What follows belongs to an exercise in optimizing a design on an open flow for small area; a production flow would make more cautious choices.
RTL that was checked went through simulation tests only; none was proved equivalent to the original.
Power and IR drop assume default switching activity.

Setup of sierra:
==> flow/design.v (excerpt) <==
module text_playback_top (
    input  logic                              CLK100MHZ,
    input  logic                              rst,
    input  logic                              rxd,
    input  logic                              play_msg,
    input  logic                              play_capture,
    output logic                              txd,
    output logic                              tx_busy,
    output logic                              rx_busy,
    output logic [playback_pkg::CNT_W-1:0]    bytes_loaded
);
Size in the first run: ~2600 cells after synthesis, about 2100 flip-flops, ~0.045 mm2 of cells after synthesis.
export LEC_CHECK = 0
export ABC_AREA = 1
export CAP_MARGIN = 20
export CORE_MARGIN = 2
export CORE_UTILIZATION = 70
export SLEW_MARGIN = 20
create_clock -name core_clock -period 10.0 [get_ports {CLK100MHZ}]
standard.sh (not shown) runs the stock make flow with config.mk's settings and CLKGATE_MAP_FILE= SYNTH_SCRIPT=/design/flow/synth_recipe.tcl, a recipe that flattens the netlist after the stock synthesis.
==> flow/flow/run.sh <==
#!/bin/bash
# Standard layout with two changes:
# - synthesis maps the logic with an area-only ABC script (no buffering or
#   sizing there; the placer's repair handles drive strengths), otherwise
#   the standard flow's synthesis script unchanged;
# - a leaner clock tree: no dummy loads for balancing, mid-size clock
#   buffers, and single-drive buffers on the ports.
set -euo pipefail
W=$(pwd)
cat > my_synth.tcl <<EOF
proc abc {args} {
  set i [lsearch -exact \$args -script]
  if { \$i >= 0 && [string match *abc_*.script [lindex \$args [expr {\$i + 1}]]] && ![string match *retime* [lindex \$args [expr {\$i + 1}]]] } {
    set args [lreplace \$args \$i [expr {\$i + 1}] -script $W/flow/abc_area_only.script]
    set j [lsearch -exact \$args -D]
    if { \$j >= 0 } { set args [lreplace \$args \$j [expr {\$j + 1}]] }
  }
  yosys abc {*}\$args
}
EOF
cat synth_recipe.tcl >> my_synth.tcl
# The standard flow's make command, run for synthesis with the script above
MK=$(grep '^make ' standard.sh | sed -e "s#SYNTH_SCRIPT=[^ ]*#SYNTH_SCRIPT=$W/my_synth.tcl#" -e 's#"${@:-finish}"#synth#')
eval "$MK" > synth.log 2>&1
export CTS_ARGS="-sink_clustering_enable -repair_clock_nets -dont_use_dummy_load -buf_list sky130_fd_sc_hd__clkbuf_16 -sink_clustering_size 28 -sink_clustering_max_diameter 45"
export BUFFER_PORTS_ARGS="-buffer_cell sky130_fd_sc_hd__buf_1"
bash standard.sh > standard.log 2>&1
==> flow/flow/abc_area_only.script <==
strash; dch -f; map -a; topo
sierra finished end to end and its layout was clean on timing, DRC and antenna.
Edits applied to the flow inputs when going from sierra to fjord:
--- a/flow/flow/run.sh
+++ b/flow/flow/run.sh
@@ -23,5 +23,5 @@
 MK=$(grep '^make ' standard.sh | sed -e "s#SYNTH_SCRIPT=[^ ]*#SYNTH_SCRIPT=$W/my_synth.tcl#" -e 's#"${@:-finish}"#synth#')
 eval "$MK" > synth.log 2>&1
-export CTS_ARGS="-sink_clustering_enable -repair_clock_nets -dont_use_dummy_load -buf_list sky130_fd_sc_hd__clkbuf_16 -sink_clustering_size 28 -sink_clustering_max_diameter 45"
+export CTS_ARGS="-sink_clustering_enable -repair_clock_nets -dont_use_dummy_load -buf_list sky130_fd_sc_hd__clkbuf_4 -root_buf sky130_fd_sc_hd__clkbuf_16 -sink_clustering_size 10 -sink_clustering_max_diameter 40"
 export BUFFER_PORTS_ARGS="-buffer_cell sky130_fd_sc_hd__buf_1"
 bash standard.sh > standard.log 2>&1
==> results.txt <==
Diff sierra -> fjord | total power | down by more than 10%. Internal cell power for fjord: about 12% down relative to sierra. Largest stage delay on the critical path delta (sierra -> fjord): insignificant.
### fjord -> yarrow
- CORE_UTILIZATION changed from 70 to 85
- PLACE_DENSITY newly set to 0.85
--- a/flow/flow/run.sh
+++ b/flow/flow/run.sh
@@ -23,5 +23,5 @@
 MK=$(grep '^make ' standard.sh | sed -e "s#SYNTH_SCRIPT=[^ ]*#SYNTH_SCRIPT=$W/my_synth.tcl#" -e 's#"${@:-finish}"#synth#')
 eval "$MK" > synth.log 2>&1
-export CTS_ARGS="-sink_clustering_enable -repair_clock_nets -dont_use_dummy_load -buf_list sky130_fd_sc_hd__clkbuf_4 -root_buf sky130_fd_sc_hd__clkbuf_16 -sink_clustering_size 10 -sink_clustering_max_diameter 40"
+export CTS_ARGS="-sink_clustering_enable -repair_clock_nets -dont_use_dummy_load -buf_list sky130_fd_sc_hd__clkbuf_8 -sink_clustering_size 20 -sink_clustering_max_diameter 30"
 export BUFFER_PORTS_ARGS="-buffer_cell sky130_fd_sc_hd__buf_1"
 bash standard.sh > standard.log 2>&1
FAIL yarrow @ detailed placement: tool exited with error
Vertical die dimension ended up 9.1% lower on yarrow than on fjord.
Delta (yarrow minus fjord): register area share after synthesis level, effective utilization at floorplan moved up, count of input and output buffers level.
Modified inputs, maple compared to yarrow
- changing CORE_UTILIZATION from 85 to 70
- removing PLACE_DENSITY (formerly 0.85)
--- a/flow/flow/run.sh
+++ b/flow/flow/run.sh
@@ -23,5 +23,5 @@
 MK=$(grep '^make ' standard.sh | sed -e "s#SYNTH_SCRIPT=[^ ]*#SYNTH_SCRIPT=$W/my_synth.tcl#" -e 's#"${@:-finish}"#synth#')
 eval "$MK" > synth.log 2>&1
-export CTS_ARGS="-sink_clustering_enable -repair_clock_nets -dont_use_dummy_load -buf_list sky130_fd_sc_hd__clkbuf_8 -sink_clustering_size 20 -sink_clustering_max_diameter 30"
+export CTS_ARGS="-sink_clustering_enable -repair_clock_nets -dont_use_dummy_load -buf_list sky130_fd_sc_hd__clkbuf_4 -sink_clustering_size 11 -sink_clustering_max_diameter 30"
 export BUFFER_PORTS_ARGS="-buffer_cell sky130_fd_sc_hd__buf_1"
 bash standard.sh > standard.log 2>&1
Results
- maple reached the end of the flow, and the finished layout is clean on the timing, DRC and antenna checks.
- Against yarrow, maple reports a width of the die that is higher.
- yarrow and maple ended up with roughly the same average instance area after synthesis.
- Part of the Yosys area used for sequential elements came out exactly the same in maple and yarrow.
- Re count of boundary I/O pins: no difference whatsoever between yarrow and maple.
- Re number of distinct library cells after synthesis: no difference whatsoever between yarrow and maple.
- For post-synthesis instance total, maple and yarrow come out practically identical.
- As far as arithmetic-cell share of the synthesized area counting full adders, half adders and majority gates goes, maple and yarrow are indistinguishable; the numbers are identical.
- Diff yarrow..maple | total standard cell area after synthesis | unchanged
- When maple is set beside yarrow, its number of core rows turns out to be 9 larger.
- For count of flip-flops with a built-in enable after synthesis, yarrow and maple come out practically identical.
- Between yarrow and maple, the flow reports chip height increasing by more than 10%.

* * *

Another version of the RTL of text_playback_top (not shown whole).
For scale: roughly 2500 cells after synthesis, ~2100 flip-flops, about 17 I/O pins.
==> flow/config.mk <==
export PLATFORM = sky130hd
export DESIGN_NAME = text_playback_top
export DESIGN_NICKNAME = text_playback_top
export VERILOG_FILES = /design/flow/design.v
export SDC_FILE = /design/flow/constraint.sdc
export NUM_CORES = 4
export LEC_CHECK = 0
export ABC_AREA = 1
export CAP_MARGIN = 20
export CORE_MARGIN = 2
export CORE_UTILIZATION = 70
export SLEW_MARGIN = 20
==> flow/constraint.sdc <==
create_clock -name core_clock -period 10.0 [get_ports {CLK100MHZ}]
set_input_delay 2.0000 -clock core_clock [delete_from_list [all_inputs] [get_ports {CLK100MHZ}]]
set_output_delay 2.0000 -clock core_clock [all_outputs]
set_load 0.01 [all_outputs]
==> flow/flow/run.sh <==
#!/bin/bash
# Standard layout with two changes:
# - synthesis maps the logic with an area-only ABC script (no buffering or
#   sizing there; the placer's repair handles drive strengths), otherwise
#   the standard flow's synthesis script unchanged;
# - a leaner clock tree: no dummy loads for balancing, mid-size clock
#   buffers, and single-drive buffers on the ports.
set -euo pipefail
W=$(pwd)
cat > my_synth.tcl <<EOF
proc abc {args} {
  set i [lsearch -exact \$args -script]
  if { \$i >= 0 && [string match *abc_*.script [lindex \$args [expr {\$i + 1}]]] && ![string match *retime* [lindex \$args [expr {\$i + 1}]]] } {
    set args [lreplace \$args \$i [expr {\$i + 1}] -script $W/flow/abc_area_only.script]
    set j [lsearch -exact \$args -D]
    if { \$j >= 0 } { set args [lreplace \$args \$j [expr {\$j + 1}]] }
  }
  yosys abc {*}\$args
}
EOF
cat synth_recipe.tcl >> my_synth.tcl
# The standard flow's make command, run for synthesis with the script above
MK=$(grep '^make ' standard.sh | sed -e "s#SYNTH_SCRIPT=[^ ]*#SYNTH_SCRIPT=$W/my_synth.tcl#" -e 's#"${@:-finish}"#synth#')
eval "$MK" > synth.log 2>&1
export CTS_ARGS="-sink_clustering_enable -repair_clock_nets -dont_use_dummy_load -buf_list sky130_fd_sc_hd__clkbuf_4 -root_buf sky130_fd_sc_hd__clkbuf_16 -sink_clustering_size 10 -sink_clustering_max_diameter 40"
export BUFFER_PORTS_ARGS="-buffer_cell sky130_fd_sc_hd__buf_1"
bash standard.sh > standard.log 2>&1
==> flow/flow/abc_area_only.script <==
strash; &get -n; &deepsyn -T 30; &put; dc2; dch -f; amap; topo
==> next run, changes <==
- ABC_AREA: 1 -> default
- CORE_UTILIZATION: 70 -> 55
Result:
- The new run went through all stages and came out clean
- die area increases by 27%
- area after synthesis stays the same
- combinational power goes up by about 6%
- power stays flat
- via count hardly moves
- cell area increases by 0.66%
- final cell count increases by 6.2%

* * *

text_playback_top, a different RTL version from the one above (not shown whole).
For scale: about 17 I/O pins, about 0.046 mm^2 of cells after synthesis.
clock: 10.0 ns
lec_check: 0
cap_margin: 20
core_margin: 2
core_utilization: 60
slew_margin: 20
==> flow/flow/run.sh <==
#!/bin/bash
# Standard layout with a leaner clock tree: no dummy loads for balancing,
# mid-size clock buffers, and single-drive buffers on the ports.
cp standard.sh standard_sh.txt 2>/dev/null
export CTS_ARGS="-sink_clustering_enable -repair_clock_nets -dont_use_dummy_load -buf_list sky130_fd_sc_hd__clkbuf_8 -sink_clustering_size 20 -sink_clustering_max_diameter 40"
export BUFFER_PORTS_ARGS="-buffer_cell sky130_fd_sc_hd__buf_1"
bash standard.sh > standard.log 2>&1
The baseline completed with no timing, DRC or antenna violations.
==> next run, changes <==
==> flow/run.sh (new file) <==
#!/bin/bash
# synth_recipe.tcl (not shown) runs the flow's synth.tcl, then flattens the netlist and writes it again
# the make line also repeats each setting of config.mk as NAME=value (left out here)
make -C /OpenROAD-flow-scripts/flow DESIGN_CONFIG=/design/flow/config.mk WORK_HOME=/design/flow/orfs CLKGATE_MAP_FILE= SYNTH_SCRIPT=/design/flow/synth_recipe.tcl finish
--- a/flow/config.mk
+++ b/flow/config.mk
@@ -10,0 +11,3 @@
+export CTS_BUF_LIST = sky130_fd_sc_hd__clkbuf_4
+export CTS_CLUSTER_DIAMETER = 40
+export CTS_CLUSTER_SIZE = 10
removed: flow/flow/run.sh
removed: flow/standard.sh
The new run completed with no timing, DRC or antenna violations.
Power fell by 0.87%.
Cell area is about the same.
Setup slack gets worse by 0.82 ns.
Worst hold slack gets worse by 0.0079 ns.
Register-to-register slack gets worse by 0.03 ns.
Cell count rose by 3.2%.
Clock power fell by about 3%.
Flip-flop and latch count is unchanged.
Area after synthesis stays the same.
Sequential share of layout area fell by 0.10 points.
Die area stays the same.
==> next run, changes <==
--- a/flow/config.mk
+++ b/flow/config.mk
@@ -11 +11 @@
-export CTS_BUF_LIST = sky130_fd_sc_hd__clkbuf_4
+export CTS_BUF_LIST = sky130_fd_sc_hd__clkbuf_8
@@ -13 +13 @@
-export CTS_CLUSTER_SIZE = 10
+export CTS_CLUSTER_SIZE = 20
Effect: Flip-flop and latch count does not change. Sequential share of layout area fell by 2.3 points. Final area increases by a few percent. Non-clock buffer count is unchanged. Total power rises by a little under a tenth. Wire length goes down slightly. Via count fell slightly. Clock skew came out lower by 0.026 ns. Worst setup slack improves by 0.24 ns. Sequential power is about the same.
==> next run, changes <==
==> flow/flow/run.sh (new file) <==
#!/bin/bash
# Standard layout with a leaner clock tree: no dummy loads for balancing,
# mid-size clock buffers, and single-drive buffers on the ports.
cp standard.sh standard_sh.txt 2>/dev/null
export CTS_ARGS="-sink_clustering_enable -repair_clock_nets -dont_use_dummy_load -buf_list sky130_fd_sc_hd__clkbuf_8 -sink_clustering_size 20 -sink_clustering_max_diameter 40"
export BUFFER_PORTS_ARGS="-buffer_cell sky130_fd_sc_hd__buf_1"
bash standard.sh > standard.log 2>&1
==> flow/standard.sh (new file) <==
#!/bin/bash
# synth_recipe.tcl (not shown) runs the flow's synth.tcl, then flattens the netlist and writes it again
# the make line also repeats each setting of config.mk as NAME=value (left out here)
make -C /OpenROAD-flow-scripts/flow DESIGN_CONFIG=/design/flow/config.mk WORK_HOME=/design/flow/orfs CLKGATE_MAP_FILE= SYNTH_SCRIPT=/design/flow/synth_recipe.tcl "${@:-finish}"
--- a/flow/config.mk
+++ b/flow/config.mk
@@ -7,0 +8 @@
+export ABC_AREA = 1
@@ -10,4 +11 @@
-export CORE_UTILIZATION = 60
-export CTS_BUF_LIST = sky130_fd_sc_hd__clkbuf_8
-export CTS_CLUSTER_DIAMETER = 40
-export CTS_CLUSTER_SIZE = 20
+export CORE_UTILIZATION = 70
removed: flow/run.sh
The changed run passed the timing, DRC and antenna checks.
Routed wire length came out higher by a quarter to a third.
Cell area went down by a few percent.
Sequential power increases slightly.
Function was not checked in any run of this note: the RTL went through the layout flow alone.

[port drivers added, routing unchanged]
How much do the figures lean on ideal ports? The routed layouts below were timed once more, with nothing changed but the port constraints. Step 1: set_driving_cell puts a clkbuf_16 on CLK100MHZ and a buf_2 on each other input, an assumption about the parent block. Step 2, shift: input delay + t, output delay - t, t = (earliest + latest rising clock arrival at the registers) / 2. This alone moves slack from input paths to output paths. Three values: no drivers, after step 1, after step 2; two values: the first two.
run | shift t [ns] | slack for setup (ns) | worst hold slack (ns) | slew at the worst register clock pin (ns) | cell pins on the clock port's net
sierra | 0.734 | 5.952 / 5.952 / 5.576 | 0.267 / 0.267 / 0.267 | 0.10 / 0.10 | 1
fjord | 0.801 | 6.043 / 6.043 / 5.643 | 0.225 / 0.225 / 0.225 | 0.11 / 0.11 | 1
maple | 1.021 | 6.029 / 6.029 / 5.634 | 0.248 / 0.248 / 0.248 | 0.12 / 0.12 | 1
the first run of note 2 | 0.772 | 5.725 / 5.725 / 5.725 | 0.230 / 0.230 / 0.230 | 0.11 / 0.11 | 1
the second run of note 2 | 0.804 | 5.319 / 5.319 / 5.319 | 0.181 / 0.181 / 0.181 | 0.11 / 0.11 | 1
the first run of note 3 | 0.794 | 6.348 / 6.288 / 6.258 | 0.268 / 0.268 / 0.268 | 0.11 / 0.11 | 1
the second run of note 3 | 1.092 | 5.527 / 5.467 / 5.949 | 0.260 / 0.260 / 0.260 | 0.11 / 0.11 | 1
the third run of note 3 | 0.845 | 5.764 / 5.704 / 5.896 | 0.279 / 0.279 / 0.279 | 0.11 / 0.11 | 1
the fourth run of note 3 | 0.813 | 6.171 / 6.114 / 5.542 | 0.271 / 0.271 / 0.271 | 0.12 / 0.12 | 1
After both steps every run listed still meets setup and hold. The setup slack of the fourth run of note 3, which loses most, moves by -0.057 ns with the drivers and by -0.629 ns with both steps.
